Background: an optimization exercise with open tools, aiming at small area and a short achievable clock period. Do not read the settings as production practice.
Where RTL was checked, it was by simulation tests only, not by an equivalence proof against the original.
Power figures rest on the tool's default switching activity, not on a simulated workload.

==> flow/design.v <==
package dandy_pkg;
   localparam logic [7:0] HDR_BYTE = 8'hA5;
   localparam logic [7:0] DAC_MID  = 8'h80;
   typedef struct packed {
      logic [7:0] x;
      logic [7:0] y;
   } point_t;
endpackage
module xy_point_bank (
   input  logic        clk,
   input  logic        en_i,      
   input  logic        load_i,    
   input  logic [15:0] wdata_i,
   input  logic        one_i,     
   input  logic        two_i,     
   input  logic [5:0]  inc_i,     
   output logic [15:0] head_o,
   output logic [15:0] next_o
);
   logic [15:0]        h_q, p1_q;
   logic [30:0][15:0]  s31_q;
   logic [15:0][15:0]  s16_q;
   logic [7:0][15:0]   s8_q;
   logic [3:0][15:0]   s4_q;
   logic [1:0][15:0]   s2_q;
   logic [15:0]        s1_q;
   logic [15:0]        c0, c1, c2, c3, c4, c5, c6;
   assign c0 = load_i ? wdata_i : h_q;
   assign c1 = inc_i[5] ? s31_q[0] : c0;
   assign c2 = inc_i[4] ? s16_q[0] : c1;
   assign c3 = inc_i[3] ? s8_q[0]  : c2;
   assign c4 = inc_i[2] ? s4_q[0]  : c3;
   assign c5 = inc_i[1] ? s2_q[0]  : c4;
   assign c6 = inc_i[0] ? s1_q     : c5;
   assign next_o = one_i ? c0 : p1_q;
   always_ff @(posedge clk)
      if (en_i) begin
         h_q       <= next_o;
         p1_q      <= two_i ? c0 : c6;
         s31_q     <= {c0, s31_q[30:1]};
         s16_q     <= {c1, s16_q[15:1]};
         s8_q      <= {c2, s8_q[7:1]};
         s4_q      <= {c3, s4_q[3:1]};
         s2_q      <= {c4, s2_q[1]};
         s1_q      <= c5;
      end
   assign head_o = h_q;
endmodule
module xy_frame_sequencer
#(
   parameter int          DEPTH   = 64,
   parameter int          DWELL   = 2,
   parameter logic [15:0] TIMEOUT = 16'd50000
) (
   input  logic       clk,
   input  logic       reset,
   input  logic       enable,
   input  logic       step,
   input  logic       rx_valid,
   input  logic [7:0] rx_data,
   output logic [7:0] xdac,
   output logic [7:0] ydac,
   output logic       frame_start,
   output logic       loading,
   output logic       load_err
);
   logic       st_c_q, st_x_q, st_y_q, busy_q, err_q;
   logic [5:0] rem_q;           
   logic       last_q;          
   logic       fx_q;            
   logic       cfg_q;           
   logic [15:0] wd_q;           
   logic       hdr, cnt_ok, wr_en;
   logic       ld_done;
   logic [15:0] wdata;
   assign hdr     = (rx_data == dandy_pkg::HDR_BYTE);
   assign cnt_ok  = (rx_data != 8'd0) && (rx_data <= 8'd64);
   assign wr_en   = rx_valid && st_y_q;
   assign wdata   = {wd_q[15:8], rx_data};
   always_ff @(posedge clk)
      if (reset) begin
         st_c_q <= 1'b0;
         st_x_q <= 1'b0;
         st_y_q <= 1'b0;
         busy_q <= 1'b0;
         err_q  <= 1'b0;
      end else if (rx_valid) begin
         st_c_q <= !busy_q && hdr;
         st_x_q <= (st_c_q && cnt_ok) || (st_y_q && !last_q);
         st_y_q <= st_x_q;
         busy_q <= (!busy_q && hdr) || (st_c_q && cnt_ok) || st_x_q || (st_y_q && !last_q);
         if (st_c_q) err_q <= !cnt_ok;
      end
   always_ff @(posedge clk)
      cfg_q <= rx_valid && st_x_q && fx_q;
   always_ff @(posedge clk)
      if (rx_valid) begin
         if (st_c_q) begin
            rem_q  <= 6'(rx_data - 8'd1);
            last_q <= (rx_data == 8'd1);
            fx_q   <= 1'b1;
         end
         if (st_y_q) begin
            rem_q  <= rem_q - 6'd1;
            last_q <= (rem_q == 6'd1);
            fx_q   <= 1'b0;
         end
      end
   logic       one_q [2];
   logic [5:0] inc_q [2];
   logic       two   [2];
   logic [5:0] lidx  [2];       
   for (genvar b = 0; b < 2; b++) begin : g_shape
      assign two[b]  = !one_q[b] && (inc_q[b] == 6'd0);
      assign lidx[b] = one_q[b]    ? 6'd0 :
                       inc_q[b][5] ? {1'b1, inc_q[b][4:0]} : {1'b0, inc_q[b][4:0] + 5'd1};
   end
   logic        run_q, dwell_q, act_q, swp_q, fs_q, rot_q, have_q;
   logic        a_q;            
   logic        w_q;            
   logic        i_q;            
   logic        d_q;            
   logic [5:0]  pr_q;           
   logic [15:0] rdata_q;
   logic [15:0] head [2];
   logic [15:0] nxt  [2];
   logic        lp_q, l0_act, l0_new, l_inc, es, adv, wrap, swap_ok, swap_w, swap_i, start, rd_en;
   logic        act_n;
   logic        lag_q, lag_d, act_d;
   logic        ld_q [2];       
   logic        en_q [2];       
   logic [15:0] lhead [2];      
   logic [15:0] c_act, c_new, c_done;
   assign act_n   = ~act_q;
   assign l0_act  = one_q[act_q];
   assign l0_new  = one_q[act_n];
   assign l_inc   = (pr_q == 6'd1);
   assign es      = enable && step;
   assign start   = enable && i_q;
   assign adv     = es && a_q;
   assign wrap    = es && w_q;
   assign swap_ok = swp_q && !(st_x_q || st_y_q);
   assign ld_done = rx_valid && d_q;
   assign swap_w  = wrap && (swap_ok || ld_done);
   assign swap_i  = ld_done && !have_q;
   assign rd_en   = start || adv;
   assign act_d   = act_q ^ (swap_i || swap_w);
   assign lag_d   = (rot_q || lag_q) && ld_q[act_q];
   logic [15:0] y_es, y_e;
   assign c_act   = lhead[act_q];
   assign c_new   = lhead[act_n];
   assign y_es    = w_q ? (swap_ok ? c_new : c_act) : (a_q || i_q) ? c_act : rdata_q;
   assign y_e     = i_q ? c_act : rdata_q;
   assign c_done  = fx_q ? wdata : nxt[act_n];
   always_ff @(posedge clk)
      if (cfg_q) begin
         one_q[act_n] <= (rem_q == 6'd0);
         inc_q[act_n] <= {rem_q[5], rem_q[5] ? rem_q[4:0] : rem_q[4:0] - 5'd1};
      end
   always_ff @(posedge clk)
      if (reset) begin
         run_q   <= 1'b0;
         dwell_q <= 1'b0;
         a_q     <= 1'b0;
         w_q     <= 1'b0;
         lp_q    <= 1'b0;
         i_q     <= 1'b0;
         d_q     <= 1'b0;
         pr_q    <= '0;
         act_q   <= 1'b0;
         swp_q   <= 1'b0;
         fs_q    <= 1'b0;
         rot_q   <= 1'b0;
         lag_q   <= 1'b0;
         have_q  <= 1'b0;
         rdata_q <= {dandy_pkg::DAC_MID, dandy_pkg::DAC_MID};
      end else begin
         fs_q   <= start || wrap;
         rot_q  <= rd_en;
         lag_q  <= lag_d;
         have_q <= have_q || ld_done;
         i_q    <= !run_q && (have_q ? !enable : ld_done);
         if (rx_valid) d_q <= st_x_q && last_q;
         if (start) run_q <= 1'b1;
         if (start)              dwell_q <= 1'b0;
         else if (run_q && es)   dwell_q <= !dwell_q;
         if (run_q && es) begin
            a_q <= !dwell_q;
            w_q <= !dwell_q && lp_q;
         end
         if (start)     lp_q <= l0_act;
         else if (wrap) lp_q <= (rx_valid && d_q) ? fx_q : swap_ok ? l0_new : l0_act;
         else if (adv)  lp_q <= l_inc;
         if (start)     pr_q <= lidx[act_q];
         else if (wrap) pr_q <= (rx_valid && d_q) ? (fx_q ? 6'd0 : lidx[act_n]) :
                                swap_ok ? lidx[act_n] : lidx[act_q];
         else if (adv)  pr_q <= pr_q - 6'd1;
         act_q  <= act_d;
         if (swap_w)                 swp_q <= 1'b0;
         else if (ld_done && have_q) swp_q <= 1'b1;
         if (enable) rdata_q <= !step ? y_e : (rx_valid && w_q && d_q) ? c_done : y_es;
      end
   always_ff @(posedge clk) begin
      if (rx_valid && st_x_q) wd_q[15:8] <= rx_data;
      if (wr_en)              wd_q[7:0]  <= rx_data;
   end
   for (genvar b = 0; b < 2; b++) begin : g_bank
      logic ld_d, sel1;
      assign ld_d = wr_en && (act_n == 1'(b));
      always_ff @(posedge clk) begin
         ld_q[b] <= ld_d;
         en_q[b] <= ld_d || (!reset && (rd_en || lag_d) && (act_d == 1'(b)));
      end
      assign sel1 = ld_q[b] || (lag_q && (act_q == 1'(b)));
      assign lhead[b] = sel1 ? nxt[b] : head[b];
      xy_point_bank u_bank (
         .clk     (clk),
         .en_i    (en_q[b]),
         .load_i  (ld_q[b]),
         .wdata_i (wd_q),
         .one_i   (one_q[b]),
         .two_i   (two[b]),
         .inc_i   (inc_q[b]),
         .head_o  (head[b]),
         .next_o  (nxt[b])
      );
   end
   assign xdac        = rdata_q[15:8];
   assign ydac        = rdata_q[7:0];
   assign frame_start = fs_q;
   assign loading     = busy_q;
   assign load_err    = err_q;
endmodule
Settings: LEC_CHECK=0, CAP_MARGIN=20, CORE_MARGIN=2, CORE_UTILIZATION=55, SLEW_MARGIN=20; clock period 9.0 ns.
standard.sh (not shown) runs the stock make flow with config.mk's settings and CLKGATE_MAP_FILE= SYNTH_SCRIPT=/design/flow/synth_recipe.tcl, a recipe that flattens the netlist after the stock synthesis.
==> flow/flow/run.sh <==
#!/bin/bash
# Standard ORFS layout (the standard.sh) with these changes:
#  - synthesis is the standard synthesis script, except that ABC maps the
#    logic with an area-oriented script (flow/area.abc); registers are not
#    touched by ABC, so they come out as in the standard synthesis;
#  - footprint matching off, so timing repair may resize the port buffers;
#  - port buffers start as buf_2 rather than a delay cell;
#  - setup repair aims at a tighter slack margin;
#  - CTS without dummy loads and with larger sink clusters.
set -euo pipefail
here=$(pwd)
export MY_ABC_SCRIPT=$here/flow/area.abc
{
  head -n 1 synth_recipe.tcl
  cat <<'TCL'
proc abc {args} {
  set i [lsearch -exact $args -script]
  if {$i >= 0} { lset args [expr {$i + 1}] $::env(MY_ABC_SCRIPT) }
  yosys abc {*}$args
}
TCL
  tail -n +2 synth_recipe.tcl
} > area_synth.tcl
bash standard.sh \
  SYNTH_SCRIPT=$here/area_synth.tcl \
  MATCH_CELL_FOOTPRINT=0 \
  SETUP_SLACK_MARGIN=6 \
  "BUFFER_PORTS_ARGS=-buffer_cell sky130_fd_sc_hd__buf_2" \
  "CTS_ARGS=-sink_clustering_enable -repair_clock_nets -sink_clustering_size 30 -sink_clustering_max_diameter 80 -buf_list sky130_fd_sc_hd__clkbuf_16 -dont_use_dummy_load" \
  finish > make_finish.log 2>&1
==> flow/flow/area.abc <==
strash
dch -f
amap
topo
Then changed:
--- a/flow/design.v
+++ b/flow/design.v
@@ -118,11 +118,11 @@
    logic        run_q, dwell_q, act_q, swp_q, fs_q, rot_q, have_q;
    logic        a_q;            
    logic        w_q;            
    logic        i_q;            
    logic        d_q;            
-   logic [5:0]  pr_q;           
+   logic [5:0]  idx_q;
    logic [15:0] rdata_q;
    logic [15:0] head [2];
    logic [15:0] nxt  [2];
    logic        lp_q, l0_act, l0_new, l_inc, es, adv, wrap, swap_ok, swap_w, swap_i, start, rd_en;
    logic        act_n;
@@ -130,13 +130,13 @@
    logic        ld_q [2];       
    logic        en_q [2];       
    logic [15:0] lhead [2];      
    logic [15:0] c_act, c_new, c_done;
    assign act_n   = ~act_q;
-   assign l0_act  = one_q[act_q];
-   assign l0_new  = one_q[act_n];
-   assign l_inc   = (pr_q == 6'd1);
+   assign l0_act  = (lidx[act_q] == 6'd0);
+   assign l0_new  = (lidx[act_n] == 6'd0);
+   assign l_inc   = (idx_q + 6'd1 == lidx[act_q]);
    assign es      = enable && step;
    assign start   = enable && i_q;
    assign adv     = es && a_q;
    assign wrap    = es && w_q;
    assign swap_ok = swp_q && !(st_x_q || st_y_q);
@@ -164,11 +164,11 @@
          a_q     <= 1'b0;
          w_q     <= 1'b0;
          lp_q    <= 1'b0;
          i_q     <= 1'b0;
          d_q     <= 1'b0;
-         pr_q    <= '0;
+         idx_q   <= '0;
          act_q   <= 1'b0;
          swp_q   <= 1'b0;
          fs_q    <= 1'b0;
          rot_q   <= 1'b0;
          lag_q   <= 1'b0;
@@ -189,14 +189,12 @@
             w_q <= !dwell_q && lp_q;
          end
          if (start)     lp_q <= l0_act;
          else if (wrap) lp_q <= (rx_valid && d_q) ? fx_q : swap_ok ? l0_new : l0_act;
          else if (adv)  lp_q <= l_inc;
-         if (start)     pr_q <= lidx[act_q];
-         else if (wrap) pr_q <= (rx_valid && d_q) ? (fx_q ? 6'd0 : lidx[act_n]) :
-                                swap_ok ? lidx[act_n] : lidx[act_q];
-         else if (adv)  pr_q <= pr_q - 6'd1;
+         if (start || wrap) idx_q <= '0;
+         else if (adv)      idx_q <= idx_q + 6'd1;
          act_q  <= act_d;
          if (swap_w)                 swp_q <= 1'b0;
          else if (ld_done && have_q) swp_q <= 1'b1;
          if (enable) rdata_q <= !step ? y_e : (rx_valid && w_q && d_q) ? c_done : y_es;
       end
Effect:
- The changed run passed the timing, DRC and antenna checks
- global-route usage came out lower by 0.87 points
- count of clock-buffer cells in the layout came out lower by 2
- core utilization is about the same
- power came out lower slightly
- die area hardly moves
- routed wire length came out lower by a few percent
- sequential cell count stays the same
- hold slack gets better by 0.012 ns

* * *

xy_frame_sequencer, a different RTL version from the one above (not shown whole).
For scale: roughly 2900 cells after synthesis, about 2100 flip-flops, ~32 I/O pins.
==> module xy_frame_sequencer, before the edit <==
module xy_frame_sequencer
#(
   parameter int          DEPTH   = 64,
   parameter int          DWELL   = 2,
   parameter logic [15:0] TIMEOUT = 16'd50000
) (
   input  logic       clk,
   input  logic       reset,
   input  logic       enable,
   input  logic       step,
   input  logic       rx_valid,
   input  logic [7:0] rx_data,
   output logic [7:0] xdac,
   output logic [7:0] ydac,
   output logic       frame_start,
   output logic       loading,
   output logic       load_err
);
   logic       st_c_q, st_x_q, st_y_q, busy_q, err_q;
   logic [5:0] rem_q;           
   logic       last_q;          
   logic       fx_q;            
   logic       cfg_q;           
   logic [15:0] wd_q;           
   logic       hdr, cnt_ok, wr_en;
   logic       ld_done;
   logic [15:0] wdata;
   assign hdr     = (rx_data == dandy_pkg::HDR_BYTE);
   assign cnt_ok  = (rx_data != 8'd0) && (rx_data <= 8'd64);
   assign wr_en   = rx_valid && st_y_q;
   assign wdata   = {wd_q[15:8], rx_data};
   always_ff @(posedge clk)
      if (reset) begin
         st_c_q <= 1'b0;
         st_x_q <= 1'b0;
         st_y_q <= 1'b0;
         busy_q <= 1'b0;
         err_q  <= 1'b0;
      end else if (rx_valid) begin
         st_c_q <= !busy_q && hdr;
         st_x_q <= (st_c_q && cnt_ok) || (st_y_q && !last_q);
         st_y_q <= st_x_q;
         busy_q <= (!busy_q && hdr) || (st_c_q && cnt_ok) || st_x_q || (st_y_q && !last_q);
         if (st_c_q) err_q <= !cnt_ok;
      end
   always_ff @(posedge clk)
      cfg_q <= rx_valid && st_x_q && fx_q;
   always_ff @(posedge clk)
      if (rx_valid) begin
         if (st_c_q) begin
            rem_q  <= 6'(rx_data - 8'd1);
            last_q <= (rx_data == 8'd1);
            fx_q   <= 1'b1;
         end
         if (st_y_q) begin
            rem_q  <= rem_q - 6'd1;
            last_q <= (rem_q == 6'd1);
            fx_q   <= 1'b0;
         end
      end
   logic       one_q [2];
   logic [5:0] inc_q [2];
   logic       two   [2];
   logic [5:0] lidx  [2];       
   for (genvar b = 0; b < 2; b++) begin : g_shape
      assign two[b]  = !one_q[b] && (inc_q[b] == 6'd0);
      assign lidx[b] = one_q[b]    ? 6'd0 :
                       inc_q[b][5] ? {1'b1, inc_q[b][4:0]} : {1'b0, inc_q[b][4:0] + 5'd1};
   end
   logic        run_q, dwell_q, act_q, swp_q, fs_q, rot_q, have_q;
   logic        a_q;            
   logic        w_q;            
   logic        i_q;            
   logic        d_q;            
   logic [5:0]  idx_q;
   logic [15:0] rdata_q;
   logic [15:0] head [2];
   logic [15:0] nxt  [2];
   logic        lp_q, l0_act, l0_new, l_inc, es, adv, wrap, swap_ok, swap_w, swap_i, start, rd_en;
   logic        act_n;
   logic        wr_q, wb_q, lag_q;
   logic [15:0] lhead [2];      
   logic [15:0] c_act, c_new, c_done;
   assign act_n   = ~act_q;
   assign l0_act  = (lidx[act_q] == 6'd0);
   assign l0_new  = (lidx[act_n] == 6'd0);
   assign l_inc   = (idx_q + 6'd1 == lidx[act_q]);
   assign es      = enable && step;
   assign start   = enable && i_q;
   assign adv     = es && a_q;
   assign wrap    = es && w_q;
   assign swap_ok = swp_q && !(st_x_q || st_y_q);
   assign ld_done = rx_valid && d_q;
   assign swap_w  = wrap && (swap_ok || ld_done);
   assign swap_i  = ld_done && !have_q;
   assign rd_en   = start || adv;
   logic [15:0] y_es, y_e;
   assign c_act   = lhead[act_q];
   assign c_new   = lhead[act_n];
   assign y_es    = w_q ? (swap_ok ? c_new : c_act) : (a_q || i_q) ? c_act : rdata_q;
   assign y_e     = i_q ? c_act : rdata_q;
   assign c_done  = fx_q ? wdata : nxt[act_n];
   always_ff @(posedge clk)
      if (cfg_q) begin
         one_q[act_n] <= (rem_q == 6'd0);
         inc_q[act_n] <= {rem_q[5], rem_q[5] ? rem_q[4:0] : rem_q[4:0] - 5'd1};
      end
   always_ff @(posedge clk)
      if (reset) begin
         run_q   <= 1'b0;
         dwell_q <= 1'b0;
         a_q     <= 1'b0;
         w_q     <= 1'b0;
         lp_q    <= 1'b0;
         i_q     <= 1'b0;
         d_q     <= 1'b0;
         idx_q   <= '0;
         act_q   <= 1'b0;
         swp_q   <= 1'b0;
         fs_q    <= 1'b0;
         rot_q   <= 1'b0;
         lag_q   <= 1'b0;
         have_q  <= 1'b0;
         rdata_q <= {dandy_pkg::DAC_MID, dandy_pkg::DAC_MID};
      end else begin
         fs_q   <= start || wrap;
         rot_q  <= rd_en;
         lag_q  <= (rot_q || lag_q) && wr_q && (wb_q == act_q);
         have_q <= have_q || ld_done;
         i_q    <= !run_q && (have_q ? !enable : ld_done);
         if (rx_valid) d_q <= st_x_q && last_q;
         if (start) run_q <= 1'b1;
         if (start)              dwell_q <= 1'b0;
         else if (run_q && es)   dwell_q <= !dwell_q;
         if (run_q && es) begin
            a_q <= !dwell_q;
            w_q <= !dwell_q && lp_q;
         end
         if (start)     lp_q <= l0_act;
         else if (wrap) lp_q <= (rx_valid && d_q) ? fx_q : swap_ok ? l0_new : l0_act;
         else if (adv)  lp_q <= l_inc;
         if (start || wrap) idx_q <= '0;
         else if (adv)      idx_q <= idx_q + 6'd1;
         if (swap_i || swap_w) act_q <= act_n;
         if (swap_w)                 swp_q <= 1'b0;
         else if (ld_done && have_q) swp_q <= 1'b1;
         if (enable) rdata_q <= !step ? y_e : (rx_valid && w_q && d_q) ? c_done : y_es;
      end
   always_ff @(posedge clk) begin
      wr_q <= wr_en;
      if (wr_en) wb_q <= act_n;
      if (rx_valid && st_x_q) wd_q[15:8] <= rx_data;
      if (wr_en)              wd_q[7:0]  <= rx_data;
   end
   for (genvar b = 0; b < 2; b++) begin : g_bank
      logic en, ld, rot, sel1;
      assign ld   = wr_q && (wb_q == 1'(b));
      assign rot  = (rot_q || lag_q) && (act_q == 1'(b));
      assign en   = ld || rot;
      assign sel1 = ld || (lag_q && (act_q == 1'(b)));
      assign lhead[b] = sel1 ? nxt[b] : head[b];
      xy_point_bank u_bank (
         .clk     (clk),
         .en_i    (en),
         .load_i  (ld),
         .wdata_i (wd_q),
         .one_i   (one_q[b]),
         .two_i   (two[b]),
         .inc_i   (inc_q[b]),
         .head_o  (head[b]),
         .next_o  (nxt[b])
      );
   end
   assign xdac        = rdata_q[15:8];
   assign ydac        = rdata_q[7:0];
   assign frame_start = fs_q;
   assign loading     = busy_q;
   assign load_err    = err_q;
endmodule
Settings: LEC_CHECK=0, CAP_MARGIN=20, CORE_MARGIN=2, CORE_UTILIZATION=55, SLEW_MARGIN=20; clock period 9.0 ns.
Scripts as last shown in full above: flow/flow/run.sh, flow/flow/area.abc
Next try:
--- a/flow/design.v
+++ b/flow/design.v
@@ -67,9 +67,8 @@
    logic       st_c_q, st_x_q, st_y_q, busy_q, err_q;
    logic [5:0] rem_q;           
    logic       last_q;          
    logic       fx_q;            
-   logic       cfg_q;           
    logic [15:0] wd_q;           
    logic       hdr, cnt_ok, wr_en;
    logic       ld_done;
    logic [15:0] wdata;
@@ -90,10 +89,8 @@
          st_y_q <= st_x_q;
          busy_q <= (!busy_q && hdr) || (st_c_q && cnt_ok) || st_x_q || (st_y_q && !last_q);
          if (st_c_q) err_q <= !cnt_ok;
       end
-   always_ff @(posedge clk)
-      cfg_q <= rx_valid && st_x_q && fx_q;
    always_ff @(posedge clk)
       if (rx_valid) begin
          if (st_c_q) begin
             rem_q  <= 6'(rx_data - 8'd1);
@@ -123,17 +120,15 @@
    logic [5:0]  idx_q;
    logic [15:0] rdata_q;
    logic [15:0] head [2];
    logic [15:0] nxt  [2];
-   logic        lp_q, l0_act, l0_new, l_inc, es, adv, wrap, swap_ok, swap_w, swap_i, start, rd_en;
+   logic        last_pt, es, adv, wrap, swap_ok, swap_w, swap_i, start, rd_en;
    logic        act_n;
    logic        wr_q, wb_q, lag_q;
    logic [15:0] lhead [2];      
    logic [15:0] c_act, c_new, c_done;
    assign act_n   = ~act_q;
-   assign l0_act  = (lidx[act_q] == 6'd0);
-   assign l0_new  = (lidx[act_n] == 6'd0);
-   assign l_inc   = (idx_q + 6'd1 == lidx[act_q]);
+   assign last_pt = (idx_q == lidx[act_q]);
    assign es      = enable && step;
    assign start   = enable && i_q;
    assign adv     = es && a_q;
    assign wrap    = es && w_q;
@@ -141,16 +136,13 @@
    assign ld_done = rx_valid && d_q;
    assign swap_w  = wrap && (swap_ok || ld_done);
    assign swap_i  = ld_done && !have_q;
    assign rd_en   = start || adv;
-   logic [15:0] y_es, y_e;
    assign c_act   = lhead[act_q];
    assign c_new   = lhead[act_n];
-   assign y_es    = w_q ? (swap_ok ? c_new : c_act) : (a_q || i_q) ? c_act : rdata_q;
-   assign y_e     = i_q ? c_act : rdata_q;
-   assign c_done  = fx_q ? wdata : nxt[act_n];
-   always_ff @(posedge clk)
-      if (cfg_q) begin
+   assign c_done  = one_q[act_n] ? wdata : nxt[act_n];
+   always_ff @(posedge clk)
+      if (rx_valid && st_x_q && fx_q) begin
          one_q[act_n] <= (rem_q == 6'd0);
          inc_q[act_n] <= {rem_q[5], rem_q[5] ? rem_q[4:0] : rem_q[4:0] - 5'd1};
       end
    always_ff @(posedge clk)
@@ -158,9 +150,8 @@
          run_q   <= 1'b0;
          dwell_q <= 1'b0;
          a_q     <= 1'b0;
          w_q     <= 1'b0;
-         lp_q    <= 1'b0;
          i_q     <= 1'b0;
          d_q     <= 1'b0;
          idx_q   <= '0;
          act_q   <= 1'b0;
@@ -181,19 +172,18 @@
          if (start)              dwell_q <= 1'b0;
          else if (run_q && es)   dwell_q <= !dwell_q;
          if (run_q && es) begin
             a_q <= !dwell_q;
-            w_q <= !dwell_q && lp_q;
+            w_q <= !dwell_q && last_pt;
          end
-         if (start)     lp_q <= l0_act;
-         else if (wrap) lp_q <= (rx_valid && d_q) ? fx_q : swap_ok ? l0_new : l0_act;
-         else if (adv)  lp_q <= l_inc;
          if (start || wrap) idx_q <= '0;
          else if (adv)      idx_q <= idx_q + 6'd1;
          if (swap_i || swap_w) act_q <= act_n;
          if (swap_w)                 swp_q <= 1'b0;
          else if (ld_done && have_q) swp_q <= 1'b1;
-         if (enable) rdata_q <= !step ? y_e : (rx_valid && w_q && d_q) ? c_done : y_es;
+         if (wrap && ld_done)       rdata_q <= c_done;
+         else if (wrap && swap_ok)  rdata_q <= c_new;
+         else if (rd_en)            rdata_q <= c_act;
       end
    always_ff @(posedge clk) begin
       wr_q <= wr_en;
       if (wr_en) wb_q <= act_n;
=> The new run finished clean. Synthesized area came out lower slightly. Register-to-register slack improved by 30 ps. Design area stays flat. Core utilization came out higher by 0.12 points. Via count came out lower slightly. Die area came out lower slightly.
Function not checked in the first run of this note: the RTL went through the layout flow alone.

==> what the ideal ports hide <==
The results above use ideal ports. As a check the final layouts listed here were re-extracted and re-timed, cells and wires unchanged. Step 1 (the two cells are an assumption about what drives the block):
set clk [get_ports {clk}]
set_driving_cell -lib_cell sky130_fd_sc_hd__clkbuf_16 $clk
set_driving_cell -lib_cell sky130_fd_sc_hd__buf_2 [delete_from_list [all_inputs] $clk]
Step 2, shift: input delay + t, output delay - t, t = (earliest + latest rising clock arrival at the registers) / 2. This alone moves slack from input paths to output paths. Three values: ideal ports, drivers, drivers and shift; two values: the first two.
run	t (ns)	setup slack, ns	hold slack, ns	worst setup path after step 2	latest minus earliest clock arrival (ns)
the first run of note 1	0.737	6.032 / 5.958 / 5.317	0.381 / 0.381 / 0.381	input to register	0.086 / 0.086
the second run of note 1	0.750	5.969 / 5.892 / 5.367	0.393 / 0.393 / 0.393	input to register	0.081 / 0.081
the first run of note 2	0.730	6.037 / 5.972 / 5.260	0.386 / 0.386 / 0.386	input to register	0.069 / 0.069
the second run of note 2	0.736	5.997 / 5.928 / 5.317	0.361 / 0.361 / 0.361	input to register	0.082 / 0.082
After both steps setup and hold are still met in every run listed. For the first run of note 2, which loses most, drivers alone change the setup slack by -0.065 ns; drivers and shift together by -0.777 ns.
